Context: an optimization exercise on an open-source flow, tuned for small area. The choices shown serve that exercise and are no tape-out recipe.
The RTL was checked by simulation tests, not by an equivalence proof against the original design.
Power is estimated from default activity; no workload was simulated.

==> flow/design.v <==
module ram_1r1w_sync_clr #(
  parameter int width_p      = 8,
  parameter int depth_p      = 256,
  parameter int bypass_p     = 0,
  parameter int init_clear_p = 1
) (
  input  logic                         clk_i,
  input  logic                         reset_i,
  input  logic                         wr_valid_i,
  input  logic [$clog2(depth_p)-1:0]   wr_addr_i,
  input  logic [width_p-1:0]           wr_data_i,
  input  logic [width_p-1:0]           wr_mask_i,
  input  logic                         rd_valid_i,
  input  logic [$clog2(depth_p)-1:0]   rd_addr_i,
  output logic                         ready_o,
  output logic                         rd_valid_o,
  output logic [width_p-1:0]           rd_data_o
);
  localparam int addr_w = $clog2(depth_p);
  localparam logic [addr_w-1:0] last_addr = addr_w'(depth_p - 1);
  typedef enum logic {ST_CLEAR, ST_READY} state_t;
  state_t             state;
  logic [addr_w-1:0]  clr_cnt;
  logic               ready_q;
  logic               rd_valid_q;
  logic [width_p-1:0] rd_data_q;
  logic [width_p-1:0] mem [depth_p];
  logic               wr_in_range;
  logic               rd_in_range;
  logic               wr_accept;
  logic               rd_accept;
  logic               mem_we;
  logic [addr_w-1:0]  mem_addr;
  logic [width_p-1:0] mem_data;
  logic [width_p-1:0] mem_mask;
  logic [width_p-1:0] merged;
  logic [width_p-1:0] rd_value;
  generate
    if ((1 << addr_w) == depth_p) begin : g_pow2
      assign wr_in_range = 1'b1;
      assign rd_in_range = 1'b1;
    end else begin : g_npow2
      assign wr_in_range = 32'(wr_addr_i) < 32'(depth_p);
      assign rd_in_range = 32'(rd_addr_i) < 32'(depth_p);
    end
  endgenerate
  assign wr_accept = wr_valid_i & ready_q & wr_in_range & ~reset_i;
  assign rd_accept = rd_valid_i & ready_q;
  always_comb begin
    mem_we   = 1'b0;
    mem_addr = wr_addr_i;
    mem_data = wr_data_i;
    mem_mask = wr_mask_i;
    if (!reset_i) begin
      if (state == ST_CLEAR) begin
        mem_we   = 1'b1;
        mem_addr = clr_cnt;
        mem_data = '0;
        mem_mask = '1;
      end else if (wr_accept) begin
        mem_we = 1'b1;
      end
    end
  end
  assign merged = (mem[mem_addr] & ~mem_mask) | (mem_data & mem_mask);
  always_comb begin
    rd_value = '0;
    if (rd_in_range) begin
      if (bypass_p != 0 && wr_accept && wr_addr_i == rd_addr_i)
        rd_value = merged;
      else
        rd_value = mem[rd_addr_i];
    end
  end
  always_ff @(posedge clk_i) begin
    if (mem_we)
      mem[mem_addr] <= merged;
  end
  always_ff @(posedge clk_i) begin
    if (reset_i) begin
      state      <= (init_clear_p != 0) ? ST_CLEAR : ST_READY;
      clr_cnt    <= '0;
      ready_q    <= 1'b0;
      rd_valid_q <= 1'b0;
      rd_data_q  <= '0;
    end else begin
      rd_valid_q <= rd_accept;
      if (rd_accept)
        rd_data_q <= rd_value;
      case (state)
        ST_CLEAR: begin
          if (clr_cnt == last_addr) begin
            state   <= ST_READY;
            ready_q <= 1'b1;
          end else begin
            clr_cnt <= clr_cnt + 1'b1;
          end
        end
        ST_READY: ready_q <= 1'b1;
        default:  state   <= ST_READY;
      endcase
    end
  end
  assign ready_o    = ready_q;
  assign rd_valid_o = rd_valid_q;
  assign rd_data_o  = rd_data_q;
endmodule
==> flow/config.mk <==
export PLATFORM = sky130hd
export DESIGN_NAME = ram_1r1w_sync_clr
export DESIGN_NICKNAME = ram_1r1w_sync_clr
export VERILOG_FILES = /design/flow/design.v
export SDC_FILE = /design/flow/constraint.sdc
export NUM_CORES = 4
export LEC_CHECK = 0
export ABC_AREA = 1
export CAP_MARGIN = 20
export CORE_MARGIN = 2
export CORE_UTILIZATION = 40
export SLEW_MARGIN = 20
==> flow/run.sh <==
#!/bin/bash
# synth_recipe.tcl (not shown) runs the flow's synth.tcl, then flattens the netlist and writes it again
# the make line also repeats each setting of config.mk as NAME=value (left out here)
make -C /OpenROAD-flow-scripts/flow DESIGN_CONFIG=/design/flow/config.mk WORK_HOME=/design/flow/orfs CLKGATE_MAP_FILE= SYNTH_SCRIPT=/design/flow/synth_recipe.tcl finish
==> flow/constraint.sdc <==
create_clock -name core_clock -period 10.0 [get_ports {clk_i}]
set_input_delay 2.0000 -clock core_clock [delete_from_list [all_inputs] [get_ports {clk_i}]]
set_output_delay 2.0000 -clock core_clock [all_outputs]
set_load 0.01 [all_outputs]
==> out/results.ini, run 1 <==
[outcome]
status=timing/DRC/antenna clean

[critical_path]
startpoint_type=input pin
worst-path-max-fanout=164
worstSetupEndpointType=register
arrival_ps=8450
cp_data_required_time_ps=10280
worstSetupPathType=input pin to register

[grt]
grt_pass1_wl_mm=575
grt_pass1_vias=83800
antenna_found_initial=13
grt_max_degree=189
overflow=0
groute.usage.overall=0.301

[timing]
worstMarginPinSlew_ps=1370
fmax_mhz=122
slew-limit-headroom=0.0886
fin_skew_ps=67.1
slew_viol_final=0
period_needed_ps=8160
finalSetupViolCount=0
setup_slack_ps=1840
timing.setup.tns_ps=0
finalHoldViolations=0
rsz0062_at_grt=no
min_period_over_period=0.816
timing.hold.ws_ps=473

[clock_tree]
ctsLongestPathBuffers=3
ctsHoldBuffers=0
post_cts.repair.setup_buffers=0
cts_resized=0
cts_inserted_buffers=214
path_clk_slew_ps=60
ctsRootBufferMaster=clkbuf_16
cts_tree=yes
clk_latency_ps=900
htreeDepth=4
clkSinkCount=2067

[yosys]
synthTopCellsByArea=edfxtp_1, nand2_1, nor2_1, o21ai_0, nand3_1
syn_inst=11500
synth_seq_cells=2067
synth_nets=11600
ys_warn_count=1
ys_seq_area_frac=0.606
yosys.area.top_type=edfxtp_1
synth_cell_types=32
syn_avg_cell_area_um2=8.84
syn_area_um2=102000
synth.top_cell.area_share=0.603

[route]
remaining_drc_errors=0
routed_wl_mm=401
first_pass_iters=8
routedWlPerCell_um=27.2
ant_nets=0
post_drt_via_cell_ratio=6.09
vias=89700
drt_iter0_drc=13300

[floorplan]
start_util=0.402
rows=185
die_area_um2=259000
ios=46
die_x_um=509
core-area_um2=254000
fp.dieH_um=509

[power]
power.density_nw_per_um2=184
ir_drop_v=0.000165
leakagePower_nw=42.1

[layout]
final_nets=11200
area_delta_synth_final_pct=10.7
stdcell_count=14700
fin_util=0.445
drive_above_1_share=0.0531

[job]
maxCapViolCount=0

[placement]
hpwl_mm=229
dp_slack_ps=1430
place.gp.congestion=0.966
place_inst=14300
port_buffers=45

[min_path]
hp-class=register to register

## metal layers
layer	global-route usage	up-vias	routed length (um)
li1	-	38600	-
met1	0.391	42900	147000
met2	0.445	6785	172000
met3	0.0810	1411	53400
met4	0.187	12	28600
met5	0	-	78
## sequential cells by signal, indices dropped and copies added, names as in the netlist
register and flops:
rd_data_q 8, rd_valid_q 1, state 1, clr_cnt 8
ready_q 1, mem 2048
## report_power, final
part / switching, mW / total, mW / internal (mW)
registers: 0.00830 / 9.70 / 9.69
logic: 2.16 / 2.78 / 0.619
clock network: 3.56 / 8.32 / 4.76
## cells in the mapped netlist, drive strengths merged
cell type / n
o31ai: 1
nand2: 4414
or2: 1
ha: 1
o21ai: 1156
nor4: 2
edfxtp: 2048
o22ai: 480
nand4: 81
dfxtp: 19
nor3b: 1
a21oi: 42
inv: 101
buf: 349
nand3: 881
nor2: 1493
clkbuf: 471
a31oi: 2
clkinv: 3
nor3: 3
## worst max-delay path, cell delays in order
cell	delay, ps
clkdlybuf4s50_1	720
nor2_4	520
nand2_2	660
nand2_8	730
nor2_8	240
buf_12	300
nand2_1	170
nand2_1	70
o21ai_1	160
nand2_1	90
o21ai_1	710
nand2_1	100
nor2_1	230
nand3_1	400
nor2_1	330
nor2_4	80
buf_12	250
## cell usage in the layout, fill, tap and decap left out, types with 31 or more instances in the layout
cell type | synthesis | routed
bufinv_16 | 0 | 31
nand4_1 | 81 | 81
clkinv_1 | 3 | 51
nand2_1 | 4409 | 4395
buf_12 | 0 | 60
inv_1 | 93 | 88
nand3_1 | 881 | 877
nor2_2 | 5 | 38
nor2_1 | 1485 | 1440
clkdlybuf4s50_1 | 0 | 39
o21ai_0 | 1042 | 1041
o21ai_1 | 111 | 112
o22ai_1 | 480 | 480
a21oi_1 | 42 | 41
edfxtp_1 | 2048 | 2048
buf_4 | 18 | 142
clkbuf_1 | 471 | 38
clkbuf_16 | 0 | 217
clkinv_2 | 0 | 33
## per-stage QoR
stage / area, um2 / power [mW]
after detailed placement: 106000 / 12.5
after CTS: 113000 / 20.7
after floorplan: 102000 / 11.5
after global routing: 113000 / 21.3
after global placement: 106000 / 12.5
final: 113000 / 20.8
## logic make-up (layout without fill, tap and decap cells)
group,count (synthesis),count (layout),share of synthesized area
AOI/OAI and AO/OA,1681,1681,0.0885
adders and majority gates,1,1,0.000123
buffers and inverters,924,740,0.0385
DFF,2067,2067,0.606
other,0,5,0
and+or+nand+nor,6876,6876,0.266
## area by class of cell
type	count	area [um2]
diodes	5	12.5
inverters	104	428
clock buffers	255	5570
repair buffers	249	2760
well taps	3366	4210
flip-flops and latches	2067	61900
multi-input cells	8558	36500
clock inverters	132	1570
fillers	23900	141000
## final timing paths
check	depth (start not counted)	endpoint	from	slack (ps)
min reg2reg	1	clr_cnt[2]	clr_cnt[2]	470
max reg2reg	16	mem[83][5]	state	3460
max	17	mem[83][5]	reset_i	1840
min	1	clr_cnt[2]	clr_cnt[2]	470
==> inputs of run 2 (changes only) <==
==> flow/design.v (replaced) <==
module ram_1r1w_sync_clr #(
  parameter int width_p      = 8,
  parameter int depth_p      = 256,
  parameter int bypass_p     = 0,
  parameter int init_clear_p = 1
) (
  input  logic                         clk_i,
  input  logic                         reset_i,
  input  logic                         wr_valid_i,
  input  logic [$clog2(depth_p)-1:0]   wr_addr_i,
  input  logic [width_p-1:0]           wr_data_i,
  input  logic [width_p-1:0]           wr_mask_i,
  input  logic                         rd_valid_i,
  input  logic [$clog2(depth_p)-1:0]   rd_addr_i,
  output logic                         ready_o,
  output logic                         rd_valid_o,
  output logic [width_p-1:0]           rd_data_o
);
  localparam int addr_w = $clog2(depth_p);
  logic               ready_q;
  logic               rd_valid_q;
  logic [width_p-1:0] rd_data_q;
  logic [width_p-1:0] mem [depth_p];
  logic               wr_go;
  assign wr_go = wr_valid_i & ready_q;
  logic [15:0]        wr_row;
  logic [width_p-1:0] wr_set [16];
  logic [width_p-1:0] wr_clr [16];
  always_comb begin
    for (int r = 0; r < 16; r++)
      wr_row[r] = reset_i | (wr_go & (wr_addr_i[7:4] == 4'(r)));
    for (int c = 0; c < 16; c++)
      for (int i = 0; i < width_p; i++) begin
        wr_set[c][i] = ~reset_i & wr_mask_i[i] & (wr_addr_i[3:0] == 4'(c)) & wr_data_i[i];
        wr_clr[c][i] = reset_i | (wr_mask_i[i] & (wr_addr_i[3:0] == 4'(c)) & ~wr_data_i[i]);
      end
  end
  always_ff @(posedge clk_i) begin
    for (int w = 0; w < depth_p; w++)
      for (int i = 0; i < width_p; i++)
        mem[w][i] <= (mem[w][i] & ~(wr_row[w / 16] & wr_clr[w % 16][i]))
                   | (wr_row[w / 16] & wr_set[w % 16][i]);
  end
  logic [15:0]        rd_hi, rd_lo;
  logic [width_p-1:0] rd_value;
  always_comb begin
    for (int r = 0; r < 16; r++) begin
      rd_hi[r] = rd_addr_i[7:4] == 4'(r);
      rd_lo[r] = rd_addr_i[3:0] == 4'(r);
    end
    rd_value = '0;
    for (int w = 0; w < depth_p; w++)
      rd_value = rd_value | (mem[w] & {width_p{rd_hi[w / 16] & rd_lo[w % 16]}});
  end
  always_ff @(posedge clk_i) begin
    ready_q    <= ~reset_i;
    rd_valid_q <= ~reset_i & rd_valid_i & ready_q;
    rd_data_q  <= rd_value;
  end
  assign ready_o    = ready_q;
  assign rd_valid_o = rd_valid_q;
  assign rd_data_o  = rd_data_q;
endmodule
==> run 2 against run 1 <==
Still clean. Clock-buffer cell count grew 77. Fmax grew 58%. Global-route usage grew 2.5 points.
==> out/results.ini, run 2 <==
[critical_path]
arrival_ps=6010  ; -2440 ps
crit_chain=clkdlybuf4s50_1 > inv_1 > nand2_1 > nor2_4 > buf_4 > nand3_1 > nand2_1 > nor2_1 > nand2_1 > inv_1 > nand2_1 > nor2_1 > nand2_1 > nor2_1 > nand2_1
worstSetupPathType=input pin to register
r2r_cells=8  ; -8
worst-path-max-fanout=64  ; -61%
worstSetupEndpointType=register
startpoint_type=input pin
critPathMaxStageDelay_ps=1010  ; +280 ps
cp_data_required_time_ps=10840  ; +560 ps
crit_top_cell=nand2_1
cp_slowest_cell=nor2_4

[floorplan]
die_x_um=473  ; -7.0%
fp.dieH_um=473  ; -7.0%
die_area_um2=224000  ; -14%
start_util=0.402  ; about the same
ios=46  ; unchanged
core-area_um2=219000  ; -14%
rows=172  ; -7.0%

[grt]
grt_pass1_vias=79500  ; -5.1%
antenna_found_initial=19  ; +6
groute.usage.overall=0.325  ; +0.0245
grt_max_degree=200  ; +5.8%
overflow=0  ; unchanged
grt_pass1_wl_mm=542  ; -5.7%

[timing]
setup_slack_ps=4830  ; +3000 ps
slew-limit-headroom=0.105  ; +0.0160
fin_skew_ps=60.0  ; -7.12 ps
period_needed_ps=5170  ; -3000 ps
finalSetupViolCount=0  ; unchanged
worstMarginPinSlew_ps=1340  ; -25.5 ps
rsz0062_at_grt=no
fmax_mhz=194  ; +58%
timing.setup.tns_ps=0  ; unchanged
slew_viol_final=0  ; unchanged
min_period_over_period=0.517  ; -0.300
finalHoldViolations=0  ; unchanged

[route]
post_drt_via_cell_ratio=5.86  ; -3.7%
remaining_drc_errors=0  ; unchanged
ant_nets=0  ; unchanged
routedWlPerCell_um=25.0  ; -8.1%
vias=88000  ; -1.9%
routed_wl_mm=376  ; -6.4%
drt_iter0_drc=10900  ; -18%
first_pass_iters=8  ; unchanged

[layout]
drive_above_1_share=0.0559  ; +0.00272
largest_register_ffs=2048  ; unchanged
fill_cells=22000  ; -7.7%
top_regs=mem (2048), rd_data_q (8)
final_common_cell=o21ai_0
final_nets=12000  ; +6.6%
final_cell_mix=o21ai_0, nand2_1, dfxtp_1
stdcell_count=15000  ; +1.8%
area_delta_synth_final_pct=10.8
top_register=mem

[clock_tree]
cts_tree=yes
ctsHoldBuffers=0  ; unchanged
clk_latency_ps=900  ; about the same
cts_resized=0  ; unchanged
htreeDepth=4  ; unchanged
cts_inserted_buffers=218  ; +1.9%
ctsLongestPathBuffers=3  ; unchanged
path_clk_slew_ps=60  ; about the same
post_cts.repair.setup_buffers=0  ; unchanged
clkSinkCount=2058  ; -0.44%
ctsRootBufferMaster=clkbuf_16

[power]
leakagePower_nw=40.1  ; -4.6%
power.density_nw_per_um2=182  ; -1.1%
ir_drop_v=0.000196  ; +19%

[yosys]
synth_nets=12600  ; +8.4%
syn_area_um2=88100  ; -14%
synthTopCellsByArea=dfxtp_1, o21ai_0, nand2_1, nand3_1, clkbuf_1
synthFlopType=dfxtp_1
yosys.area.top_type=dfxtp_1
synth-edff-count=0  ; -100%
syn_inst=12500  ; +8.4%
synth_seq_cells=2058  ; -0.44%
synthArstFlopShare=0  ; unchanged
ys_warn_count=4  ; +3
ys_seq_area_frac=0.468  ; -0.139
synth_cell_types=16  ; -50%
yosysMostFrequentCell=o21ai_0
synth.top_cell.area_share=0.468  ; -0.135
syn_avg_cell_area_um2=7.03  ; -20%
synthTopCellsByCount=o21ai_0, nand2_1, dfxtp_1, nand3_1, clkbuf_1

[placement]
hpwl_mm=231  ; +1.0%
place.gp.congestion=0.973  ; +0.74%
port_buffers=45  ; unchanged
place_inst=14600  ; +1.7%
dp_slack_ps=4300  ; +2870 ps

[outcome]
status=timing/DRC/antenna clean

[job]
maxCapViolCount=0  ; unchanged

[min_path]
hp-class=register to register
hold_depth=2  ; +1

[run 2: cell types whose count changed in the layout (fill, tap and decap cells not counted), moves of 33 or more]
cell	change
edfxtp_1	-2048
o21ai_0	+3112
inv_1	+724
nor2_1	-961
clkinv_1	-51
o22ai_1	-480
buf_4	+57
o21ai_1	-85
buf_12	-54
nand2_1	-2176
nand3_1	+630
nand4_1	-33
dfxtp_1	+2039
clkbuf_8	+63
[run 2: worst max-delay path, delay by kind of cell]
family / cells / cell delay (ps)
buffers and inverters: 4 / 1600
AND/OR/NAND/NOR: 11 / 2320
[run 2: kinds of logic after synthesis]
group           share of synthesized area
flops                               0.468
simple gates                        0.209
buf+inv                            0.0829
compound gates                      0.241
[run 2: per-stage QoR]
| step | utilization | power [mW] | hold WS, ps | instance area [um2] |
|---|---|---|---|---|
| final | 0.445 | 17.8 | 469 | 97600 |
| after global routing | 0.445 | 18.2 | 491 | 97600 |
| after CTS | 0.445 | 17.8 | 468 | 97500 |
| after detailed placement | 0.411 | 9.46 | 459 | 90000 |
| after global placement | 0.410 | 9.44 | 453 | 90000 |
| after floorplan | - | 9.05 | 446 | 88100 |
[run 2: area by class of cell]
| type | count | area (um2) | share of cell area |
|---|---|---|---|
| clock buffer | 332 | 6540 | 0.0670 |
| antenna | 17 | 42.5 | 0.000436 |
| clock inverter | 66 | 917 | 0.00940 |
| timing repair buffer | 252 | 2100 | 0.0216 |
| inverter | 829 | 3170 | 0.0325 |
| sequential | 2058 | 41200 | 0.422 |
| tap | 2871 | 3590 | 0.0368 |
| multi-input combinational | 8582 | 40000 | 0.410 |
[run 2: power by group]
part	internal (mW)	switching (mW)	total, mW
combinational	0.124	0.803	0.926
sequential	8.33	0.0608	8.39
clock	4.89	3.56	8.45
total	13.3	4.43	17.8
[run 2: final timing paths]
path	slack (ps)	to	start
min reg2reg	470	mem[79][0]	mem[79][0]
max	4830	rd_data_q[0]	rd_addr_i[5]
max reg2reg	6870	mem[75][1]	ready_q
min	470	mem[79][0]	mem[79][0]
[run 2: per-layer routing]
layer / vias up / track usage / wire [um] / share of wire
li1: 40800 / - / - / -
met1: 41200 / 0.413 / 146000 / 0.39
met2: 4915 / 0.487 / 158000 / 0.42
met3: 1072 / 0.0724 / 41300 / 0.11
met4: 8 / 0.229 / 30100 / 0.080
met5: - / 0 / 79 / 0.00021
==> inputs of run 3 (changes only) <==
--- a/flow/design.v
+++ b/flow/design.v
@@ -42,6 +42,7 @@
                    | (wr_row[w / 16] & wr_set[w % 16][i]);
   end
   logic [15:0]        rd_hi, rd_lo;
+  logic [width_p-1:0] rd_row [16];
   logic [width_p-1:0] rd_value;
   always_comb begin
     for (int r = 0; r < 16; r++) begin
@@ -49,8 +50,12 @@
       rd_lo[r] = rd_addr_i[3:0] == 4'(r);
     end
     rd_value = '0;
-    for (int w = 0; w < depth_p; w++)
-      rd_value = rd_value | (mem[w] & {width_p{rd_hi[w / 16] & rd_lo[w % 16]}});
+    for (int r = 0; r < 16; r++) begin
+      rd_row[r] = '0;
+      for (int c = 0; c < 16; c++)
+        rd_row[r] = rd_row[r] | (mem[16 * r + c] & {width_p{rd_lo[c]}});
+      rd_value = rd_value | (rd_row[r] & {width_p{rd_hi[r]}});
+    end
   end
   always_ff @(posedge clk_i) begin
     ready_q    <= ~reset_i;
==> flow/flow/run.sh (new file) <==
#!/bin/bash
# Own layout flow: the standard synthesis, then the combinational logic
# is flattened back into gates and mapped again by ABC with an area-oriented
# script (registers, their names and cell types are kept as the standard
# synthesis made them); then the standard layout, with a clock tree of
# smaller buffers and no dummy loads.
set -euo pipefail
W=$PWD
F=$W/flow
R=$W/orfs/results/$FLOW_PLATFORM/ram_1r1w_sync_clr/base
LIB=$FLOW_HOME/platforms/$FLOW_PLATFORM/lib/sky130_fd_sc_hd__tt_025C_1v80.lib

bash standard.sh synth > $W/std_synth.log 2>&1
cp $R/1_2_yosys.v $W/std_1_2_yosys.v

python3 $F/models.py $LIB $W/comb_models.v > $W/models.log 2>&1
cat > $W/remap.ys <<EOT
read_liberty -lib $LIB
read_verilog -overwrite $W/comb_models.v
read_verilog $W/std_1_2_yosys.v
hierarchy -top $FLOW_TOP
flatten
opt_clean -purge
techmap
opt -fast
abc -script $F/remap.abc -liberty $LIB -dont_use *lpflow* -dont_use *probe* -D 10000
opt_clean -purge
hilomap -singleton -hicell sky130_fd_sc_hd__conb_1 HI -locell sky130_fd_sc_hd__conb_1 LO
splitnets
opt_clean -purge
rename -hide w:*.*
tee -o $W/remap_stat.txt stat -liberty $LIB
write_verilog -noattr -nohex -nodec $W/remap_1_2_yosys.v
EOT
yosys -s $W/remap.ys > $W/remap.log 2>&1

cp $W/remap_1_2_yosys.v $R/1_2_yosys.v
rm -f $R/1_synth.odb $R/1_synth.sdc
bash standard.sh synth > $W/remap_synth.log 2>&1

export CTS_ARGS="-sink_clustering_enable -repair_clock_nets -dont_use_dummy_load $(cat $F/cts_args)"
export BUFFER_PORTS_ARGS="-buffer_cell sky130_fd_sc_hd__buf_1"
bash standard.sh finish > $W/layout.log 2>&1
==> flow/flow/cts_args (new file) <==
-buf_list sky130_fd_sc_hd__clkbuf_8 -sink_clustering_size 18 -sink_clustering_max_diameter 60
==> flow/flow/models.py (new file) <==
#!/usr/bin/env python3
# Writes a Verilog model (one assign) of every single-output combinational
# cell of the liberty file argv[1] to argv[2], so Yosys can flatten mapped
# logic back into gates and map it again.
import re, sys
lib = open(sys.argv[1]).read()
out = []
for m in re.finditer(r'cell \("(\w+)"\)', lib):
    name = m.group(1)
    start = m.end()
    nxt = lib.find('cell ("', start)
    body = lib[start:nxt if nxt > 0 else len(lib)]
    if ' ff (' in body or 'latch (' in body or 'statetable' in body:
        continue
    pins = re.findall(r'(?<![_\w])pin \("(\w+)"\)', body)
    info = []
    for p in pins:
        pb = body[body.find('pin ("%s")' % p):]
        end = pb.find('pin (', 10)
        pb = pb[:end if end > 0 else len(pb)]
        d = re.search(r'direction : "(\w+)"', pb).group(1)
        f = re.search(r'function : "([^"]+)"', pb)
        info.append((p, d, f.group(1) if (f and d == 'output') else None))
    outs = [x for x in info if x[1] == 'output']
    if len(outs) != 1 or outs[0][2] is None or any(x[1] not in ('input', 'output') for x in info):
        continue
    ins = [x[0] for x in info if x[1] == 'input']
    y = outs[0][0]
    f = outs[0][2].replace('+', '|').replace('!', '~')
    out.append('module %s(%s);\n%s  output %s;\n  assign %s = %s;\nendmodule\n' % (
        name, ', '.join(ins + [y]), ''.join('  input %s;\n' % i for i in ins), y, y, f))
open(sys.argv[2], 'w').write('\n'.join(out))
==> flow/flow/remap.abc (new file) <==
strash
&get -n
&dch
&nf -R 1000
&put
topo
stime -c
==> flow/standard.sh (new file) <==
#!/bin/bash
# synth_recipe.tcl (not shown) runs the flow's synth.tcl, then flattens the netlist and writes it again
# the make line also repeats each setting of config.mk as NAME=value (left out here)
make -C /OpenROAD-flow-scripts/flow DESIGN_CONFIG=/design/flow/config.mk WORK_HOME=/design/flow/orfs CLKGATE_MAP_FILE= SYNTH_SCRIPT=/design/flow/synth_recipe.tcl "${@:-finish}"
--- a/flow/config.mk
+++ b/flow/config.mk
@@ -8,5 +8,5 @@
 export ABC_AREA = 1
 export CAP_MARGIN = 20
 export CORE_MARGIN = 2
-export CORE_UTILIZATION = 40
+export CORE_UTILIZATION = 60
 export SLEW_MARGIN = 20
removed: flow/run.sh
==> run 3 against run 2 <==
Die area is 44% lower. Sequential share of layout area grew 9.6 points. Clock skew fell by 9.6 ps. Still clean. Critical path type unchanged. Cell count is 33% lower. Hold slack better by 11 ps. Synthesized cell count decreased by 36%. Non-clock buffer count decreased by 79. Wire length shrank 26%. Core utilization is 21 points higher. Fmax increased by 3.3%. Largest power group is now registers.
==> out/results.ini, run 3 <==
[timing]
timing.setup.tns_ps=0  ; unchanged
worstMarginPinSlew_ps=1350  ; +3.51 ps
slew-limit-headroom=0.103  ; -0.00150
slew_viol_final=0  ; unchanged
fmax_mhz=200  ; +3.3%
finalHoldViolations=0  ; unchanged
finalSetupViolCount=0  ; unchanged
fin_skew_ps=50.5  ; -9.56 ps
min_period_over_period=0.500  ; -0.0167
rsz0062_at_grt=no
period_needed_ps=5000  ; -167 ps

[grt]
grt_pass1_vias=62700  ; -21%
grt_pass1_wl_mm=405  ; -25%
grt_max_degree=257  ; +28%
overflow=0  ; unchanged
groute.usage.overall=0.424  ; +0.0986
antenna_found_initial=29  ; +10

[floorplan]
start_util=0.605  ; +0.203
die_x_um=354  ; -25%
core-area_um2=122000  ; -44%
rows=128  ; -26%
die_area_um2=126000  ; -44%
fp.dieH_um=354  ; -25%
ios=46  ; unchanged

[clock_tree]
cts_tree=yes
ctsLongestPathBuffers=3  ; unchanged
path_clk_slew_ps=80  ; +20 ps
cts_inserted_buffers=142  ; -35%
htreeDepth=4  ; unchanged
ctsRootBufferMaster=clkbuf_8
clkSinkCount=2058  ; unchanged
cts_resized=0  ; unchanged
post_cts.repair.setup_buffers=0  ; unchanged
ctsHoldBuffers=0  ; unchanged
clk_latency_ps=940  ; +40 ps

[power]
ir_drop_v=0.000153  ; -22%
switchingPower_mw=3.57  ; -19%
leakagePower_nw=25.9  ; -36%
finalPower_mw=13.4  ; -24%
clkPwrFrac=0.286  ; -0.190
pwr-share-comb=0.079  ; +0.027
p_int_mw=9.87  ; -26%
power.density_nw_per_um2=169  ; -7.2%
swShare=0.266  ; +0.0166
pwr-share-seq=0.635  ; +0.163

[yosys]
syn_avg_cell_area_um2=9.16  ; +30%
synth_nets=8071  ; -36%
ys_warn_count=5  ; +1
syn_area_um2=73600  ; -16%
syn_inst=8035  ; -36%

[critical_path]
crit_buf_inv=4  ; unchanged
r2r_setup_slack_ps=6620  ; -250 ps
worst-path-max-fanout=100  ; +56%
startpoint_type=input pin
critPathMaxStageDelay_ps=790  ; -220 ps
cp_data_required_time_ps=10810  ; -30 ps
worstSetupPathType=input pin to register
worstSetupEndpointType=register
arrival_ps=5810  ; -200 ps
crit_family=buffers and inverters
crit_chain=clkbuf_2 > inv_2 > o21ai_1 > o21ai_4 > buf_4 > buf_4 > o21ai_0 > o21ai_0
cp_slowest_cell=inv_2

[placement]
hpwl_mm=161  ; -30%
port_buffers=45  ; unchanged
place.gp.congestion=0.888  ; -8.7%

[layout]
final_cell_mix=o21ai_0, dfxtp_1, a22oi_1
drive_above_1_share=0.0411  ; -0.0148
area_delta_synth_final_pct=8.01
fill_cells=10300  ; -53%
top_register=mem
final_common_cell=o21ai_0
largest_register_ffs=2048  ; unchanged
top_regs=mem (2048), rd_data_q (8)
regArea_um2=41200  ; unchanged
fin_util=0.653  ; +0.208
multiInputGateArea_um2=32800  ; -18%
final_nets=8388  ; -30%

[route]
ant_nets=0  ; unchanged
dr_wl_met3_mm=36.2  ; -12%
top_layer=met5
drt_iter0_drc=10800  ; -0.96%
wl_met1_mm=106  ; -27%
remaining_drc_errors=0  ; unchanged
routedWlPerCell_um=27.5  ; +10%
dr_wl_met2_mm=118  ; -25%
first_pass_iters=7  ; -1
vias=71500  ; -19%
post_drt_via_cell_ratio=7.12  ; +22%
routed_wl_mm=277  ; -26%

[min_path]
hp-class=register to register

[outcome]
status=timing/DRC/antenna clean

[job]
maxCapViolCount=0  ; unchanged

[run 3: cell types whose count changed in the layout (fill, tap and decap cells not counted), moves of 79 or more]
cell / previous run / this run
nand2_1: 2219 / 287
nand3_1: 1507 / 1
a22oi_1: 0 / 1024
inv_1: 812 / 0
nor2_1: 479 / 42
clkbuf_16: 219 / 0
nand4_1: 48 / 265
buf_4: 199 / 112
clkbuf_8: 63 / 142
[run 3: worst register-to-register path, cell delays in order, from the launching register on]
cell,delay [ps]
dfxtp_1,450
nand2_1,100
o31ai_1,850
buf_2,310
nand2_4,490
buf_4,620
o21ai_0,300
o21ai_0,120
[run 3: metal layers]
layer	up-vias	track usage
li1	31800	-
met1	34200	0.565
met2	4570	0.621
met3	899	0.118
met4	16	0.236
met5	-	0
[run 3: cell type report]
type | count | share of cell area
antenna | 64 | 0.00201
clock buffer | 142 | 0.0246
inverter | 11 | 0.000519
multi-input combinational | 5966 | 0.413
sequential | 2058 | 0.518
tap | 1625 | 0.0256
timing repair buffer | 173 | 0.0166
[run 3: power by group through the flow]
stage	Sequential, mW	Combinational, mW	Clock (mW)
floorplan	8.70	0.503	0
global placement	8.71	0.974	0
detailed placement	8.72	0.998	0
CTS	8.53	0.998	3.83
global route	8.56	1.11	4.11
finish	8.53	1.06	3.85
[run 3: stage by stage]
step,hold WS (ps),worst slack [ps],instance area (um2),cells
after CTS,481,4750,79200,9970
after global placement,459,3870,77300,9827
after floorplan,450,-3000,73600,8035
final,480,5000,79500,10000
after global routing,503,4720,79400,9989
after detailed placement,469,3750,77300,9828
[run 3: path summary, 6_finish.rpt]
kind	from	depth (start not counted)	endpoint
max	reset_i	8	mem[119][6]
min	mem[8][4]	2	mem[8][4]
max reg2reg	ready_q	7	mem[169][3]
min reg2reg	mem[8][4]	2	mem[8][4]
==> inputs of run 4 (changes only) <==
--- a/flow/config.mk
+++ b/flow/config.mk
@@ -6,7 +6,7 @@
 export NUM_CORES = 4
 export LEC_CHECK = 0
 export ABC_AREA = 1
-export CAP_MARGIN = 20
+export CAP_MARGIN = 5
 export CORE_MARGIN = 2
 export CORE_UTILIZATION = 60
-export SLEW_MARGIN = 20
+export SLEW_MARGIN = 5
==> run 4 against run 3 <==
Now fails the layout checks on antenna violations. Synthesized cell count did not move. Cell count fell by 0.18%. Via count fell by 0.19%. Critical path depth fell by 2. Largest power group unchanged. Clock power barely moved. Area after synthesis did not move. First-iteration DRC count rose by 0.57%. Clock skew rose by 7.5 ps. Die area did not move. Hold slack got worse by 6.0 ps.
==> out/results.ini, run 4 <==
[outcome]
status=finished with violations
check-failures=antenna violations

[critical_path]
crit_start=reset_i
crit_top_cell=o21ai_0
worst-path-max-fanout=144  ; +44%
crit_chain=clkbuf_2 > inv_2 > o21ai_0 > nand2_4 > buf_4 > o21ai_0
critPathMaxStageDelay_ps=1030  ; +240 ps
crit_family=buffers and inverters
cp_data_required_time_ps=10730  ; -80 ps
worstSetupPathType=input pin to register
crit_buf_inv=3  ; -1
startpoint_type=input pin
r2r_start=ready_q
worstSetupEndpointType=register
cp_slowest_cell=buf_4
arrival_ps=6180  ; +370 ps

[timing]
fin_skew_ps=57.9  ; +7.47 ps
setup_slack_ps=4550  ; -450 ps
slew_viol_final=0  ; unchanged
slew-limit-headroom=0.106  ; +0.00274
finalHoldViolations=0  ; unchanged
worstMarginPinSlew_ps=1340  ; -5.38 ps
fmax_mhz=184  ; -8.3%
period_needed_ps=5450  ; +450 ps
timing.setup.tns_ps=0  ; unchanged
min_period_over_period=0.545  ; +0.0450
rsz0062_at_grt=no
finalSetupViolCount=0  ; unchanged

[route]
remaining_drc_errors=0  ; unchanged
drt_iter0_drc=10800  ; +0.57%
post_drt_via_cell_ratio=7.12  ; about the same
routed_wl_mm=276  ; about the same
first_pass_iters=7  ; unchanged
ant_nets=1  ; +1
vias=71400  ; -0.19%
routedWlPerCell_um=27.6  ; +0.11%

[clock_tree]
cts_resized=0  ; unchanged
post_cts.repair.setup_buffers=0  ; unchanged
clkSinkCount=2058  ; unchanged
ctsLongestPathBuffers=3  ; unchanged
ctsHoldBuffers=0  ; unchanged
clk_latency_ps=930  ; about the same
cts_inserted_buffers=141  ; -0.70%
ctsRootBufferMaster=clkbuf_8
path_clk_slew_ps=90  ; about the same
htreeDepth=4  ; unchanged
cts_tree=yes

[grt]
groute.usage.overall=0.424  ; +0.000663
grt_pass1_wl_mm=405  ; about the same
overflow=0  ; unchanged
antenna_found_initial=22  ; -24%
grt_pass1_vias=62800  ; +0.10%
grt_max_degree=257  ; unchanged

[power]
finalPower_mw=13.4  ; -0.16%
power.density_nw_per_um2=169  ; about the same
ir_drop_v=0.000156  ; +2.0%
leakagePower_nw=25.8  ; -0.25%

[placement]
place.gp.congestion=0.888  ; unchanged
place_inst=9827  ; -0.010%
port_buffers=45  ; unchanged
dp_slack_ps=3740  ; -6.77 ps
hpwl_mm=161  ; about the same

[layout]
stdcell_count=10000  ; -0.18%
top_register=mem
final_common_cell=o21ai_0
top_regs=mem (2048), rd_data_q (8)
largest_register_ffs=2048  ; unchanged
drive_above_1_share=0.0400  ; -0.00104
fin_util=0.652  ; -0.00144
final_cell_mix=o21ai_0, dfxtp_1, a22oi_1
area_delta_synth_final_pct=7.77
final_nets=8381  ; -0.083%

[floorplan]
fp.dieH_um=354  ; unchanged
die_x_um=354  ; unchanged
rows=128  ; unchanged
die_area_um2=126000  ; unchanged
core-area_um2=122000  ; unchanged
start_util=0.605  ; unchanged
ios=46  ; unchanged

[yosys]
syn_inst=8035  ; unchanged
syn_area_um2=73600  ; unchanged
syn_avg_cell_area_um2=9.16  ; unchanged
synth_nets=8071  ; unchanged
ys_warn_count=5  ; unchanged

[min_path]
min-delay-start=mem[9][4]
hp-class=register to register

[job]
maxCapViolCount=0  ; unchanged

==> run 4: cell count changes in the layout (fill, tap and decap cells not counted) <==
cell      change
diode_2      -11
buf_16        -3
buf_6         -2
o21ai_0       +2
o21ai_2       -2
buf_2         -1
buf_4         +1
buf_8         -1
clkbuf_8      -1
nand2_4       +1
nand2_8       -1
==> run 4: metal layers <==
layer | global-route usage | routed length, um | vias to the layer above
li1 | - | - | 31800
met1 | 0.567 | 107000 | 34100
met2 | 0.614 | 117000 | 4480
met3 | 0.116 | 34900 | 914
met4 | 0.252 | 17300 | 8
met5 | 0.00491 | 138 | -
==> run 4: cell type report <==
class | instances | area, um2
Tap cell | 1625 | 2030
Sequential cell | 2058 | 41200
Inverter | 11 | 41.3
Timing Repair Buffer | 167 | 1200
Clock buffer | 141 | 1940
Multi-Input combinational cell | 5966 | 32800
Antenna cell | 53 | 133
Fill cell | 10300 | 42400
==> run 4: path summary, 6_finish.rpt <==
kind | to | slack [ps] | cells past startpoint
worst max register to register | mem[96][1] | 6110 | 6
worst max-delay path | mem[147][3] | 4550 | 6
worst min register to register | mem[9][4] | 470 | 2
worst min-delay path | mem[9][4] | 470 | 2
==> run 4: stage by stage <==
step | area, um2 | hold slack (ps)
2_1_floorplan | 73600 | 450
4_1_cts | 79200 | 481
3_3_place_gp | 77300 | 459
3_5_place_dp | 77300 | 469
6_report | 79300 | 474
5_1_grt | 79200 | 503
==> run 4: tightest hold or removal path, delay by kind of cell (launching register included) <==
kind | cells | cell delay, ps
flops | 1 | 310
compound gates | 2 | 130
==> run 4: power by group <==
part	internal [mW]	leakage (nW)	total (mW)	switching, mW
Combinational	0.153	8.17	1.05	0.897
Clock	1.27	1.01	3.83	2.56
Sequential	8.43	16.6	8.53	0.106
Total	9.85	25.8	13.4	3.56
==> inputs of run 5 (changes only) <==
==> flow/flow/cts_args (replaced) <==
-buf_list sky130_fd_sc_hd__clkbuf_8 -sink_clustering_size 17 -sink_clustering_max_diameter 55
--- a/flow/config.mk
+++ b/flow/config.mk
@@ -6,7 +6,7 @@
 export NUM_CORES = 4
 export LEC_CHECK = 0
 export ABC_AREA = 1
-export CAP_MARGIN = 5
+export CAP_MARGIN = 20
 export CORE_MARGIN = 2
-export CORE_UTILIZATION = 60
-export SLEW_MARGIN = 5
+export CORE_UTILIZATION = 66
+export SLEW_MARGIN = 20
==> run 5 against run 4 <==
Now clean on timing, DRC and antenna. Design area is 0.11% lower. Global-route usage is 2.5 points higher. Non-clock buffer count is 14 lower. First-iteration DRC count increased by 0.10%. Critical path type unchanged. Critical endpoint is now mem[64][3].
==> out/results.ini, run 5 <==
[route]
remaining_drc_errors=0  ; unchanged
first_pass_iters=7  ; unchanged
routedWlPerCell_um=27.0  ; -2.1%
routed_wl_mm=266  ; -3.6%
drt_iter0_drc=10900  ; +0.10%
vias=71600  ; +0.37%
ant_nets=0  ; -1
post_drt_via_cell_ratio=7.26  ; +2.0%

[grt]
overflow=0  ; unchanged
groute.usage.overall=0.449  ; +0.0247
grt_pass1_vias=62800  ; -0.019%
grt_pass1_wl_mm=389  ; -3.9%
grt_max_degree=257  ; unchanged
antenna_found_initial=24  ; +9.1%

[critical_path]
cp-endpoint=mem[64][3]
arrival_ps=6300  ; +120 ps
crit_chain=clkbuf_2 > inv_2 > o21ai_1 > o21ai_4 > buf_4 > buf_4 > o21ai_0 > o21ai_0
r2r-end=mem[9][4]
critPathMaxStageDelay_ps=920  ; -110 ps
crit_buf_inv=4  ; +1
crit_cells=8  ; +2
worstSetupPathType=input pin to register
cp_data_required_time_ps=10810  ; +80 ps
cp_slowest_cell=inv_2
crit_start=reset_i
r2r_setup_slack_ps=6320  ; +210 ps
r2r_cells=9  ; +3
r2r_start=ready_q
worst-path-max-fanout=92  ; -36%
crit_family=buffers and inverters
startpoint_type=input pin
worstSetupEndpointType=register

[layout]
top_regs=mem (2048), rd_data_q (8)
design_area_um2=79200  ; -0.11%
top_register=mem
drive_above_1_share=0.0384  ; -0.00164
final_common_cell=o21ai_0
final_cell_mix=o21ai_0, dfxtp_1, a22oi_1
area_delta_synth_final_pct=7.65
largest_register_ffs=2048  ; unchanged
fin_util=0.716  ; +0.0643
final_nets=8372  ; -0.11%

[timing]
finalSetupViolCount=0  ; unchanged
slew-limit-headroom=0.0742  ; -0.0317
slew_viol_final=0  ; unchanged
worstMarginPinSlew_ps=1390  ; +49.0 ps
finalHoldViolations=0  ; unchanged
rsz0062_at_grt=no
fmax_mhz=182  ; -0.76%
fin_skew_ps=35.7  ; -22.2 ps
min_period_over_period=0.549  ; +0.00418
period_needed_ps=5490  ; +41.8 ps

[clock_tree]
cts_tree=yes
ctsHoldBuffers=0  ; unchanged
ctsLongestPathBuffers=3  ; unchanged
clkSinkCount=2058  ; unchanged
htreeDepth=4  ; unchanged
path_clk_slew_ps=90  ; about the same
ctsRootBufferMaster=clkbuf_8
cts_inserted_buffers=146  ; +3.5%
clk_latency_ps=920  ; about the same
cts_resized=0  ; unchanged
post_cts.repair.setup_buffers=0  ; unchanged

[placement]
place.gp.congestion=0.903  ; +1.8%
hpwl_mm=152  ; -5.9%
port_buffers=45  ; unchanged
placed_cell_area_um2=77000  ; -0.32%

[yosys]
ys_warn_count=5  ; unchanged
synth_nets=8071  ; unchanged
syn_inst=8035  ; unchanged
syn_avg_cell_area_um2=9.16  ; unchanged
syn_area_um2=73600  ; unchanged

[outcome]
status=timing/DRC/antenna clean

[floorplan]
core-area_um2=111000  ; -9.1%
rows=122  ; -4.7%
start_util=0.665  ; +0.0604
fp.dieH_um=338  ; -4.6%
die_area_um2=114000  ; -9.0%
ios=46  ; unchanged
die_x_um=338  ; -4.6%

[power]
leakagePower_nw=25.8  ; about the same
power.density_nw_per_um2=170  ; +0.31%
finalPower_mw=13.4  ; +0.20%
ir_drop_v=0.000138  ; -12%

[min_path]
hp-class=register to register

[job]
maxCapViolCount=0  ; unchanged

==> run 5: how the worst min path moves through the flow <==
stage / from / to / depth (start not counted)
2_1_floorplan: mem[0][0] / mem[0][0] / 2
4_1_cts: mem[35][1] / mem[35][1] / 2
3_3_place_gp: mem[14][6] / mem[14][6] / 2
5_1_grt: mem[229][2] / mem[229][2] / 2
3_5_place_dp: mem[83][0] / mem[83][0] / 2
6_report: mem[39][6] / mem[39][6] / 2
==> run 5: per-layer routing <==
layer / wire length [um] / vias to the layer above / part of all wire / GRT usage
met1: 99300 / 33800 / 0.37 / 0.587
met5: 229 / - / 0.00086 / 0.0128
li1: - / 31800 / - / -
met2: 113000 / 4976 / 0.42 / 0.655
met3: 35600 / 1084 / 0.13 / 0.120
met4: 18600 / 18 / 0.070 / 0.293
==> run 5: power breakdown <==
part / total [mW] / switching (mW) / internal [mW] / leakage [nW]
registers: 8.54 / 0.107 / 8.43 / 16.6
clock network: 3.87 / 2.56 / 1.32 / 1.05
logic: 1.04 / 0.881 / 0.157 / 8.16
==> run 5: cell type report <==
cell class,count,area (um2)
flip-flops and latches,2058,41200
multi-input cells,5966,32800
fillers,8844,31400
clock buffers,146,2010
well taps,1488,1860
repair buffers,153,1190
diodes,40,100
inverters,11,41.3
==> run 5: worst reg2reg max path, cell delays in order, from the launching register on <==
cell and delay (ps):
dfxtp_1 350, nand2_1 100, nor3_1 50, buf_4 180, a21oi_4 430, buf_16 230, buf_4 790, buf_4 950
o21ai_0 370, o21ai_0 150
==> run 5: per-stage QoR <==
stage                     hold WS [ps]  setup slack (ps)  setup TNS [ps]  cells
after detailed placement           468              3670               0   9673
after floorplan                    450             -3000         -763980   8035
after global routing               501              4260               0   9836
after global placement             458              3840               0   9673
after CTS                          483              4600               0   9819
final                              480              4510               0   9862
==> inputs of run 6 (changes only) <==
--- a/flow/design.v
+++ b/flow/design.v
@@ -42,6 +42,8 @@
                    | (wr_row[w / 16] & wr_set[w % 16][i]);
   end
   logic [15:0]        rd_hi, rd_lo;
+  logic [width_p-1:0] rd_w [16];
+  logic [width_p-1:0] rd_g [6];
   logic [width_p-1:0] rd_row [16];
   logic [width_p-1:0] rd_value;
   always_comb begin
@@ -51,10 +53,17 @@
     end
     rd_value = '0;
     for (int r = 0; r < 16; r++) begin
-      rd_row[r] = '0;
       for (int c = 0; c < 16; c++)
-        rd_row[r] = rd_row[r] | (mem[16 * r + c] & {width_p{rd_lo[c]}});
-      rd_value = rd_value | (rd_row[r] & {width_p{rd_hi[r]}});
+        rd_w[c] = mem[16 * r + c] & {width_p{rd_lo[c]}};
+      rd_g[0] = rd_w[0] | rd_w[1] | rd_w[2];
+      rd_g[1] = rd_w[3] | rd_w[4] | rd_w[5];
+      rd_g[2] = rd_w[6] | rd_w[7] | rd_w[8];
+      rd_g[3] = rd_w[9] | rd_w[10] | rd_w[11];
+      rd_g[4] = rd_w[12] | rd_w[13];
+      rd_g[5] = rd_w[14] | rd_w[15];
+      rd_row[r] = ((rd_g[0] | rd_g[1] | rd_g[2]) | (rd_g[3] | rd_g[4] | rd_g[5]))
+                & {width_p{rd_hi[r]}};
+      rd_value = rd_value | rd_row[r];
     end
   end
   always_ff @(posedge clk_i) begin
==> flow/flow/run.sh (replaced) <==
#!/bin/bash
# Own layout flow.
# 1. the standard synthesis (reference registers).
# 3. the standard layout of that netlist, with a clock tree of smaller
#    buffers, larger sink clusters and no dummy loads, and port buffers of the
#    smallest buffer.
# Each tool's output goes to its own log file in the work folder.
set -euo pipefail
W=$PWD
F=$W/flow
R=$W/orfs/results/$FLOW_PLATFORM/ram_1r1w_sync_clr/base
LIB=$FLOW_HOME/platforms/$FLOW_PLATFORM/lib/sky130_fd_sc_hd__tt_025C_1v80.lib

bash standard.sh synth > $W/std_synth.log 2>&1
cp $R/1_2_yosys.v $W/std_1_2_yosys.v

# Own synthesis: synth_recipe.tcl with ABC's script swapped.
{
  head -n 1 synth_recipe.tcl
  cat <<'EOT'
proc abc {args} {
  set i [lsearch -exact $args -script]
  if {$i >= 0} { lset args [expr {$i + 1}] $::env(OWN_ABC_SCRIPT) }
  yosys abc {*}$args
}
EOT
  tail -n +2 synth_recipe.tcl
} > $W/own_synth.tcl
sed -e "s#SYNTH_SCRIPT=[^ ]*#SYNTH_SCRIPT=$W/own_synth.tcl#" \
    -e "s#WORK_HOME=[^ ]*#WORK_HOME=$W/own#" standard.sh > $W/own.sh
OWN_ABC_SCRIPT=$F/own.abc bash $W/own.sh synth > $W/own_synth.log 2>&1 || true
OWN=$W/own/results/$FLOW_PLATFORM/ram_1r1w_sync_clr/base/1_2_yosys.v

regs() {
  grep -E '^\s*sky130_fd_sc_hd__(df|edf|sdf|sedf|dl)[a-z0-9_]* ' "$1" | awk '{print $1, $2}' | sort
}
if [[ -s $OWN ]] && diff <(regs $W/std_1_2_yosys.v) <(regs $OWN) > $W/regs_diff.log 2>&1; then
  echo "own synthesis: registers match the standard synthesis" > $W/choice.log
  cp $OWN $W/new_1_2_yosys.v
else
  echo "own synthesis unusable: re-mapping the standard netlist" > $W/choice.log
  python3 $F/models.py $LIB $W/comb_models.v > $W/models.log 2>&1
  cat > $W/remap.ys <<EOT
read_liberty -lib $LIB
read_verilog -overwrite $W/comb_models.v
read_verilog $W/std_1_2_yosys.v
hierarchy -top $FLOW_TOP
flatten
opt_clean -purge
techmap
opt -fast
abc -script $F/remap.abc -liberty $LIB -dont_use *lpflow* -dont_use *probe* -D 10000
opt_clean -purge
hilomap -singleton -hicell sky130_fd_sc_hd__conb_1 HI -locell sky130_fd_sc_hd__conb_1 LO
splitnets
opt_clean -purge
rename -hide w:*.*
tee -o $W/remap_stat.txt stat -liberty $LIB
write_verilog -noattr -nohex -nodec $W/new_1_2_yosys.v
EOT
  yosys -s $W/remap.ys > $W/remap.log 2>&1
fi

cp $W/new_1_2_yosys.v $R/1_2_yosys.v
rm -f $R/1_synth.odb $R/1_synth.sdc
bash standard.sh synth > $W/new_synth.log 2>&1

export CTS_ARGS="-sink_clustering_enable -repair_clock_nets -dont_use_dummy_load $(cat $F/cts_args)"
export BUFFER_PORTS_ARGS="-buffer_cell sky130_fd_sc_hd__buf_1"
bash standard.sh finish > $W/layout.log 2>&1
==> flow/flow/cts_args (replaced) <==
-buf_list sky130_fd_sc_hd__clkbuf_8 -sink_clustering_size 18 -sink_clustering_max_diameter 60
==> flow/flow/own.abc (new file) <==
strash
&get -n
&nf -R 1000
&put
topo
stime -c
--- a/flow/config.mk
+++ b/flow/config.mk
@@ -8,5 +8,5 @@
 export ABC_AREA = 1
 export CAP_MARGIN = 20
 export CORE_MARGIN = 2
-export CORE_UTILIZATION = 66
+export CORE_UTILIZATION = 60
 export SLEW_MARGIN = 20
==> run 6 against run 5 <==
Critical path depth is 7 higher. Synthesized cell count is 5.3% lower. Sequential power is 2% lower. Worst setup slack worse by 530 ps. Clock power is essentially flat. Die area increased by 8.7%. Still clean. Clock skew is 0.79 ps higher. Area after synthesis decreased by 1.1%. Largest power group unchanged. Wire length is 2.9% lower. Total power down 2.6%.
==> out/results.ini, run 6 <==
[critical_path]
cp_data_required_time_ps=10790  ; -20 ps
r2r_start=mem[27][5]
worst-path-max-fanout=60  ; -35%
arrival_ps=6810  ; +510 ps
worstSetupEndpointType=register
crit_start=rd_addr_i[2]
worstSetupPathType=input pin to register
startpoint_type=input pin

[route]
remaining_drc_errors=0  ; unchanged
vias=70200  ; -2.0%
first_pass_iters=12  ; +5
routed_wl_mm=258  ; -2.9%
drt_iter0_drc=12900  ; +18%
routedWlPerCell_um=26.8  ; -0.60%
ant_nets=0  ; unchanged
post_drt_via_cell_ratio=7.29  ; +0.41%

[placement]
place.gp.congestion=0.879  ; -2.7%
place_inst=9468  ; -2.1%
hpwl_mm=149  ; -2.1%
port_buffers=45  ; unchanged

[clock_tree]
htreeDepth=4  ; unchanged
post_cts.repair.setup_buffers=0  ; unchanged
cts_resized=0  ; unchanged
ctsRootBufferMaster=clkbuf_8
cts_tree=yes
path_clk_slew_ps=80  ; about the same
cts_inserted_buffers=144  ; -1.4%
ctsHoldBuffers=0  ; unchanged
clk_latency_ps=910  ; about the same
clkSinkCount=2058  ; unchanged
ctsLongestPathBuffers=3  ; unchanged

[yosys]
syn_inst=7607  ; -5.3%
synth_nets=7643  ; -5.3%
syn_area_um2=72800  ; -1.1%
syn_avg_cell_area_um2=9.57  ; +4.5%
ys_warn_count=7  ; +2

[floorplan]
ios=46  ; unchanged
rows=127  ; +4.1%
die_area_um2=124000  ; +8.7%
fp.dieH_um=352  ; +4.3%
die_x_um=352  ; +4.3%
core-area_um2=120000  ; +8.5%
start_util=0.606  ; -0.0591

[timing]
slew_viol_final=0  ; unchanged
fmax_mhz=166  ; -8.8%
worstMarginPinSlew_ps=1230  ; -162 ps
period_needed_ps=6020  ; +529 ps
slew-limit-headroom=0.180  ; +0.106
finalSetupViolCount=0  ; unchanged
finalHoldViolations=0  ; unchanged
min_period_over_period=0.602  ; +0.0529
fin_skew_ps=36.5  ; +0.795 ps
timing.setup.tns_ps=0  ; unchanged
rsz0062_at_grt=no

[layout]
top_register=mem
final_nets=8040  ; -4.0%
final_cell_mix=o21ai_0, dfxtp_1, a222oi_1
final_common_cell=o21ai_0
largest_register_ffs=2048  ; unchanged
top_regs=mem (2048), rd_data_q (8)
area_delta_synth_final_pct=9.25
stdcell_count=9630  ; -2.4%
drive_above_1_share=0.0559  ; +0.0175

[power]
p_int_mw=9.77  ; -1.3%
pwr-share-comb=0.066  ; -0.011
pwr-share-seq=0.640  ; +0.005
ir_drop_v=0.000167  ; +21%
switchingPower_mw=3.33  ; -6.1%
power.density_nw_per_um2=165  ; -3.0%
leakagePower_nw=26.4  ; +2.3%
clkPwrFrac=0.294  ; +0.006
swShare=0.254  ; -0.00955

[job]
maxCapViolCount=0  ; unchanged

[grt]
antenna_found_initial=18  ; -25%
groute.usage.overall=0.399  ; -0.0497
grt_pass1_wl_mm=388  ; -0.22%
grt_max_degree=257  ; unchanged
overflow=0  ; unchanged
grt_pass1_vias=63400  ; +1.1%

[min_path]
min-delay-start=mem[204][4]
hp-class=register to register

[outcome]
status=timing/DRC/antenna clean

-- run 6: power by group through the flow --
stage | logic [mW] | clock network, mW | registers, mW
after floorplan | 0.384 | 0 | 8.56
after global placement | 0.800 | 0 | 8.57
after detailed placement | 0.817 | 0 | 8.57
after CTS | 0.818 | 3.87 | 8.38
after global routing | 0.907 | 4.16 | 8.40
final | 0.862 | 3.85 | 8.39
-- run 6: critical path: stages --
cell and delay, ps:
buf_1 390, nand2b_1 440, nor3_4 190, buf_4 430
buf_4 490, a222oi_1 470, nand4_1 140, a22o_1 290
a221o_1 270, a221o_1 270, a221o_1 260, a221o_1 260
a221o_1 260, a221o_1 260, a221o_1 270
-- run 6: worst paths after layout --
check / to / slack [ps] / cells past startpoint
worst max register to register: rd_data_q[5] / 6530 / 12
worst min register to register: mem[204][4] / 480 / 2
worst max-delay path: rd_data_q[5] / 3980 / 15
worst min-delay path: mem[204][4] / 480 / 2
-- run 6: final cells by class --
class,instances,area [um2]
flip-flops and latches,2058,41200
fillers,10200,40600
multi-input cells,5540,32300
well taps,1612,2020
clock buffers,144,1980
repair buffers,251,1970
diodes,16,40.0
inverters,9,33.8
-- run 6: routing by layer --
| layer | vias to the layer above | part of all wire | GRT usage |
|---|---|---|---|
| met5 | - | 0.00068 | 0.00538 |
| met4 | 13 | 0.052 | 0.209 |
| met3 | 798 | 0.13 | 0.0982 |
| met2 | 4297 | 0.43 | 0.597 |
| met1 | 33700 | 0.39 | 0.535 |
| li1 | 31500 | - | - |
-- run 6: per-stage QoR --
stage	util	total power, mW	setup slack [ps]	hold WS (ps)	cell area [um2]
6_report	0.662	13.1	3980	482	79500
5_1_grt	0.662	13.5	3900	500	79500
4_1_cts	0.661	13.1	4210	484	79400
3_5_place_dp	0.645	9.39	3240	467	77500
3_3_place_gp	0.644	9.37	3290	458	77400
2_1_floorplan	-	8.94	-249	448	72900
==> inputs of run 7 (changes only) <==
--- a/flow/config.mk
+++ b/flow/config.mk
@@ -6,7 +6,7 @@
 export NUM_CORES = 4
 export LEC_CHECK = 0
 export ABC_AREA = 1
-export CAP_MARGIN = 20
+export CAP_MARGIN = 5
 export CORE_MARGIN = 2
 export CORE_UTILIZATION = 60
-export SLEW_MARGIN = 20
+export SLEW_MARGIN = 5
==> run 7 against run 6 <==
Non-clock buffer count is 2 lower. Die area stayed put. Cell count hardly changed. Worst setup slack better by 37 ps. Total power hardly changed.
==> out/results.ini, run 7 <==
[grt]
grt_pass1_vias=63400  ; -0.054%
overflow=0  ; unchanged
grt_pass1_wl_mm=388  ; about the same
grt_max_degree=257  ; unchanged
groute.usage.overall=0.399  ; about the same
antenna_found_initial=15  ; -3

[route]
post_drt_via_cell_ratio=7.26  ; -0.48%
routedWlPerCell_um=26.8  ; -0.14%
remaining_drc_errors=0  ; unchanged
vias=69800  ; -0.56%
first_pass_iters=14  ; +2
drt_iter0_drc=12300  ; -4.6%
ant_nets=0  ; unchanged
routed_wl_mm=258  ; -0.22%

[yosys]
synth_nets=7643  ; unchanged
syn_avg_cell_area_um2=9.57  ; unchanged
syn_area_um2=72800  ; unchanged
ys_warn_count=7  ; unchanged
syn_inst=7607  ; unchanged

[placement]
hpwl_mm=148  ; -0.10%
placed_cell_area_um2=77400  ; about the same
dp_slack_ps=3230  ; -18.8 ps
port_buffers=45  ; unchanged
place.gp.congestion=0.879  ; unchanged

[outcome]
status=timing/DRC/antenna clean

[timing]
min_period_over_period=0.598  ; -0.00370
slew-limit-headroom=0.134  ; -0.0463
worstMarginPinSlew_ps=1300  ; +69.7 ps
finalHoldViolations=0  ; unchanged
slew_viol_final=0  ; unchanged
timing.setup.tns_ps=0  ; unchanged
fin_skew_ps=51.9  ; +15.4 ps
setup_slack_ps=4020  ; +37.0 ps
fmax_mhz=167  ; +0.62%
finalSetupViolCount=0  ; unchanged
rsz0062_at_grt=no
timing.hold.ws_ps=481  ; -0.622 ps
period_needed_ps=5980  ; -37.0 ps

[layout]
area_delta_synth_final_pct=9.10
design_area_um2=79400  ; -0.14%
final_cell_mix=o21ai_0, dfxtp_1, a222oi_1
top_regs=mem (2048), rd_data_q (8)
fill_cells=10100  ; -0.67%
top_register=mem
fin_util=0.661  ; -0.000906
largest_register_ffs=2048  ; unchanged
final_common_cell=o21ai_0
final_nets=8038  ; -0.025%
drive_above_1_share=0.0550  ; -0.000861
regArea_um2=41200  ; unchanged
multiInputGateArea_um2=32300  ; about the same

[clock_tree]
clk_latency_ps=930  ; +20 ps
path_clk_slew_ps=80  ; about the same
cts_inserted_buffers=144  ; unchanged
htreeDepth=4  ; unchanged
cts_tree=yes
ctsHoldBuffers=0  ; unchanged
post_cts.repair.setup_buffers=0  ; unchanged
ctsLongestPathBuffers=3  ; unchanged
ctsRootBufferMaster=clkbuf_8
clkSinkCount=2058  ; unchanged
cts_resized=0  ; unchanged

[floorplan]
core-area_um2=120000  ; unchanged
fp.dieH_um=352  ; unchanged
rows=127  ; unchanged
ios=46  ; unchanged
die_area_um2=124000  ; unchanged
start_util=0.606  ; unchanged
die_x_um=352  ; unchanged

[critical_path]
worst-path-max-fanout=60  ; unchanged
worstSetupPathType=input pin to register
startpoint_type=input pin
cp_data_required_time_ps=10790  ; about the same
arrival_ps=6770  ; -40 ps
worstSetupEndpointType=register

[power]
power.density_nw_per_um2=165  ; +0.15%
leakagePower_nw=26.4  ; -0.13%
ir_drop_v=0.000201  ; +21%

[job]
maxCapViolCount=0  ; unchanged

[min_path]
hp-class=register to register

-- run 7: layer usage --
| metal | GRT usage | part of all wire |
|---|---|---|
| met5 | 0 | 0.00076 |
| met4 | 0.203 | 0.051 |
| met3 | 0.103 | 0.13 |
| met2 | 0.598 | 0.43 |
| met1 | 0.534 | 0.39 |
-- run 7: worst max-delay path, cell delays in order --
cell      delay, ps
buf_1           400
nand2b_1        440
nor3_4          190
buf_4           440
buf_4           490
a222oi_1        440
nand4_1         130
a22o_1          280
a221o_1         270
a221o_1         270
a221o_1         260
a221o_1         260
a221o_1         270
a221o_1         270
a221o_1         270
-- run 7: area by class of cell --
| type | count | share of cell area |
|---|---|---|
| Antenna cell | 10 | 0.000315 |
| Sequential cell | 2058 | 0.519 |
| Tap cell | 1612 | 0.0254 |
| Inverter | 9 | 0.000425 |
| Multi-Input combinational cell | 5540 | 0.406 |
| Timing Repair Buffer | 249 | 0.0240 |
| Clock buffer | 144 | 0.0249 |
-- run 7: power breakdown --
group          internal (mW)  leakage [nW]  total [mW]  switching, mW
logic                  0.144          8.76       0.856          0.713
registers               8.32          16.6        8.39         0.0637
clock network           1.30          1.04        3.86           2.56
-- run 7: path summary, 6_finish.rpt --
check               startpoint           end  slack, ps  depth (start not counted)
setup / recovery  rd_addr_i[2]  rd_data_q[5]       4020                         15
hold / removal     mem[190][2]   mem[190][2]        480                          2
setup reg to reg    mem[27][5]  rd_data_q[5]       6550                         12
hold reg to reg    mem[190][2]   mem[190][2]        480                          2
-- run 7: stage by stage --
stage	instances	power, mW
detailed placement	9467	9.39
global route	9614	13.5
finish	9622	13.1
CTS	9611	13.1
global placement	9467	9.37
floorplan	7607	8.94
==> inputs of run 8 (changes only) <==
--- a/flow/design.v
+++ b/flow/design.v
@@ -23,23 +23,23 @@
   logic [width_p-1:0] mem [depth_p];
   logic               wr_go;
   assign wr_go = wr_valid_i & ready_q;
-  logic [15:0]        wr_row;
-  logic [width_p-1:0] wr_set [16];
-  logic [width_p-1:0] wr_clr [16];
+  logic [63:0]        wr_grp;
+  logic [width_p-1:0] wr_set [4];
+  logic [width_p-1:0] wr_clr [4];
   always_comb begin
-    for (int r = 0; r < 16; r++)
-      wr_row[r] = reset_i | (wr_go & (wr_addr_i[7:4] == 4'(r)));
-    for (int c = 0; c < 16; c++)
+    for (int g = 0; g < 64; g++)
+      wr_grp[g] = reset_i | (wr_go & (wr_addr_i[7:2] == 6'(g)));
+    for (int c = 0; c < 4; c++)
       for (int i = 0; i < width_p; i++) begin
-        wr_set[c][i] = ~reset_i & wr_mask_i[i] & (wr_addr_i[3:0] == 4'(c)) & wr_data_i[i];
-        wr_clr[c][i] = reset_i | (wr_mask_i[i] & (wr_addr_i[3:0] == 4'(c)) & ~wr_data_i[i]);
+        wr_set[c][i] = ~reset_i & wr_mask_i[i] & (wr_addr_i[1:0] == 2'(c)) & wr_data_i[i];
+        wr_clr[c][i] = reset_i | (wr_mask_i[i] & (wr_addr_i[1:0] == 2'(c)) & ~wr_data_i[i]);
       end
   end
   always_ff @(posedge clk_i) begin
     for (int w = 0; w < depth_p; w++)
       for (int i = 0; i < width_p; i++)
-        mem[w][i] <= (mem[w][i] & ~(wr_row[w / 16] & wr_clr[w % 16][i]))
-                   | (wr_row[w / 16] & wr_set[w % 16][i]);
+        mem[w][i] <= (mem[w][i] & ~(wr_grp[w / 4] & wr_clr[w % 4][i]))
+                   | (wr_grp[w / 4] & wr_set[w % 4][i]);
   end
   logic [15:0]        rd_hi, rd_lo;
   logic [width_p-1:0] rd_w [16];
==> flow/flow/cts_args (replaced) <==
-buf_list sky130_fd_sc_hd__clkbuf_8 -sink_clustering_size 17 -sink_clustering_max_diameter 55
--- a/flow/config.mk
+++ b/flow/config.mk
@@ -6,7 +6,7 @@
 export NUM_CORES = 4
 export LEC_CHECK = 0
 export ABC_AREA = 1
-export CAP_MARGIN = 5
+export CAP_MARGIN = 20
 export CORE_MARGIN = 2
 export CORE_UTILIZATION = 60
-export SLEW_MARGIN = 5
+export SLEW_MARGIN = 20
==> run 8 against run 7 <==
Still clean. Die area decreased by 1.1%. Flip-flop and latch count unchanged. Cell count decreased by 1.5%. Sequential power increased by 4.4%. Design area increased by 0.54%. Via count decreased by 1.1%. Critical path type unchanged. Largest cell class unchanged. Largest power group unchanged. Highest routed layer unchanged.
==> out/results.ini, run 8 <==
[yosys]
synth_nets=7499  ; -1.9%
syn_area_um2=72000  ; -1.1%
ys_warn_count=7  ; unchanged
syn_avg_cell_area_um2=9.65  ; +0.84%
syn_inst=7463  ; -1.9%

[grt]
overflow=0  ; unchanged
antenna_found_initial=10  ; -5
grt_pass1_vias=63700  ; +0.54%
grt_pass1_wl_mm=392  ; +0.94%
grt_max_degree=98  ; -62%
groute.usage.overall=0.412  ; +0.0124

[placement]
port_buffers=45  ; unchanged
place.gp.congestion=0.855  ; -2.7%
hpwl_mm=139  ; -6.7%
placed_cell_area_um2=77700  ; +0.42%

[floorplan]
start_util=0.603  ; -0.00331
fp.dieH_um=350  ; -0.53%
die_area_um2=123000  ; -1.1%
rows=127  ; unchanged
core-area_um2=119000  ; -0.53%
ios=46  ; unchanged
die_x_um=350  ; -0.53%

[route]
first_pass_iters=10  ; -4
routedWlPerCell_um=27.5  ; +2.7%
remaining_drc_errors=0  ; unchanged
routed_wl_mm=261  ; +1.1%
ant_nets=0  ; unchanged
vias=69000  ; -1.1%
drt_iter0_drc=11800  ; -4.0%
post_drt_via_cell_ratio=7.29  ; +0.42%

[layout]
final_common_cell=o21ai_0
top_register=mem
largest_register_ffs=2048  ; unchanged
final_nets=7894  ; -1.8%
final_cell_mix=o21ai_0, dfxtp_1, a222oi_1
top_regs=mem (2048), rd_data_q (8)
area_delta_synth_final_pct=10.9
design_area_um2=79900  ; +0.54%
drive_above_1_share=0.0656  ; +0.0106

[clock_tree]
path_clk_slew_ps=80  ; about the same
ctsLongestPathBuffers=3  ; unchanged
cts_resized=0  ; unchanged
ctsHoldBuffers=0  ; unchanged
clkSinkCount=2058  ; unchanged
clk_latency_ps=940  ; about the same
htreeDepth=4  ; unchanged
cts_tree=yes
ctsRootBufferMaster=clkbuf_8
post_cts.repair.setup_buffers=0  ; unchanged
cts_inserted_buffers=155  ; +7.6%

[timing]
slew-limit-headroom=0.246  ; +0.113
finalSetupViolCount=0  ; unchanged
timing.setup.tns_ps=0  ; unchanged
fmax_mhz=159  ; -5.2%
slew_viol_final=0  ; unchanged
min_period_over_period=0.631  ; +0.0326
rsz0062_at_grt=no
fin_skew_ps=47.8  ; -4.15 ps
worstMarginPinSlew_ps=1130  ; -170 ps
finalHoldViolations=0  ; unchanged
period_needed_ps=6310  ; +326 ps

[power]
ir_drop_v=0.000163  ; -19%
power.density_nw_per_um2=174  ; +5.4%
leakagePower_nw=26.6  ; +0.65%

[critical_path]
r2r_start=mem[27][6]
crit_start=rd_addr_i[2]
worstSetupPathType=input pin to register
worstSetupEndpointType=register
startpoint_type=input pin
arrival_ps=7110  ; +340 ps
worst-path-max-fanout=37  ; -38%
cp_data_required_time_ps=10800  ; about the same
r2r_cells=12  ; unchanged

[min_path]
min-delay-start=mem[124][6]
hold_depth=2  ; unchanged
hp-class=register to register

[outcome]
status=timing/DRC/antenna clean

[job]
maxCapViolCount=0  ; unchanged

## run 8: metrics by stage
step                 util  setup slack [ps]  cells  hold slack (ps)  power, mW
global placement    0.650              3040   9313              457       10.0
floorplan               -               124   7463              448       9.45
detailed placement  0.650              2920   9313              468       10.1
global route        0.668              3610   9470              499       14.3
CTS                 0.668              3910   9468              483       13.9
finish              0.668              3690   9474              480       13.9
## run 8: area by class of cell
cell class | count | area (um2)
repair buffers | 238 | 1770
inverters | 9 | 33.8
well taps | 1612 | 2020
flip-flops and latches | 2058 | 41200
multi-input cells | 5396 | 32700
fillers | 9958 | 39600
clock buffers | 155 | 2130
diodes | 6 | 15.0
## run 8: layer usage
layer / global-route usage / vias to the layer above / part of all wire
li1: - / 30800 / -
met1: 0.551 / 33000 / 0.39
met2: 0.656 / 4421 / 0.44
met3: 0.0744 / 793 / 0.12
met4: 0.174 / 10 / 0.044
met5: 0 / - / 0.00020
## run 8: worst max-delay path: stages
cell	delay (ps)
buf_1	420
nand2b_1	450
nor2_4	50
buf_4	320
buf_4	430
a222oi_1	460
nand2_1	90
a221oi_1	280
nand4_1	190
a22o_1	220
a221o_1	340
a221o_1	330
a221o_1	320
a221o_1	330
a221o_1	290
a221o_1	270
a221o_1	270
## run 8: path summary, 6_finish.rpt
kind / to / slack [ps]
setup reg to reg: rd_data_q[6] / 6220
hold / removal: mem[124][6] / 480
hold reg to reg: mem[124][6] / 480
setup / recovery: rd_data_q[1] / 3690
## run 8: report_power, final
| group | total [mW] | switching [mW] | internal [mW] |
|---|---|---|---|
| registers | 8.76 | 0.182 | 8.57 |
| logic | 1.16 | 0.897 | 0.259 |
| clock network | 3.96 | 2.57 | 1.39 |

Setup slack of run 8, layout unchanged: 3.691 ns with ideal ports, 3.666 ns with driving cells assumed (clock clkbuf_16, inputs buf_2), 2.673 ns with port delays also shifted by the 0.993 ns mid clock arrival.
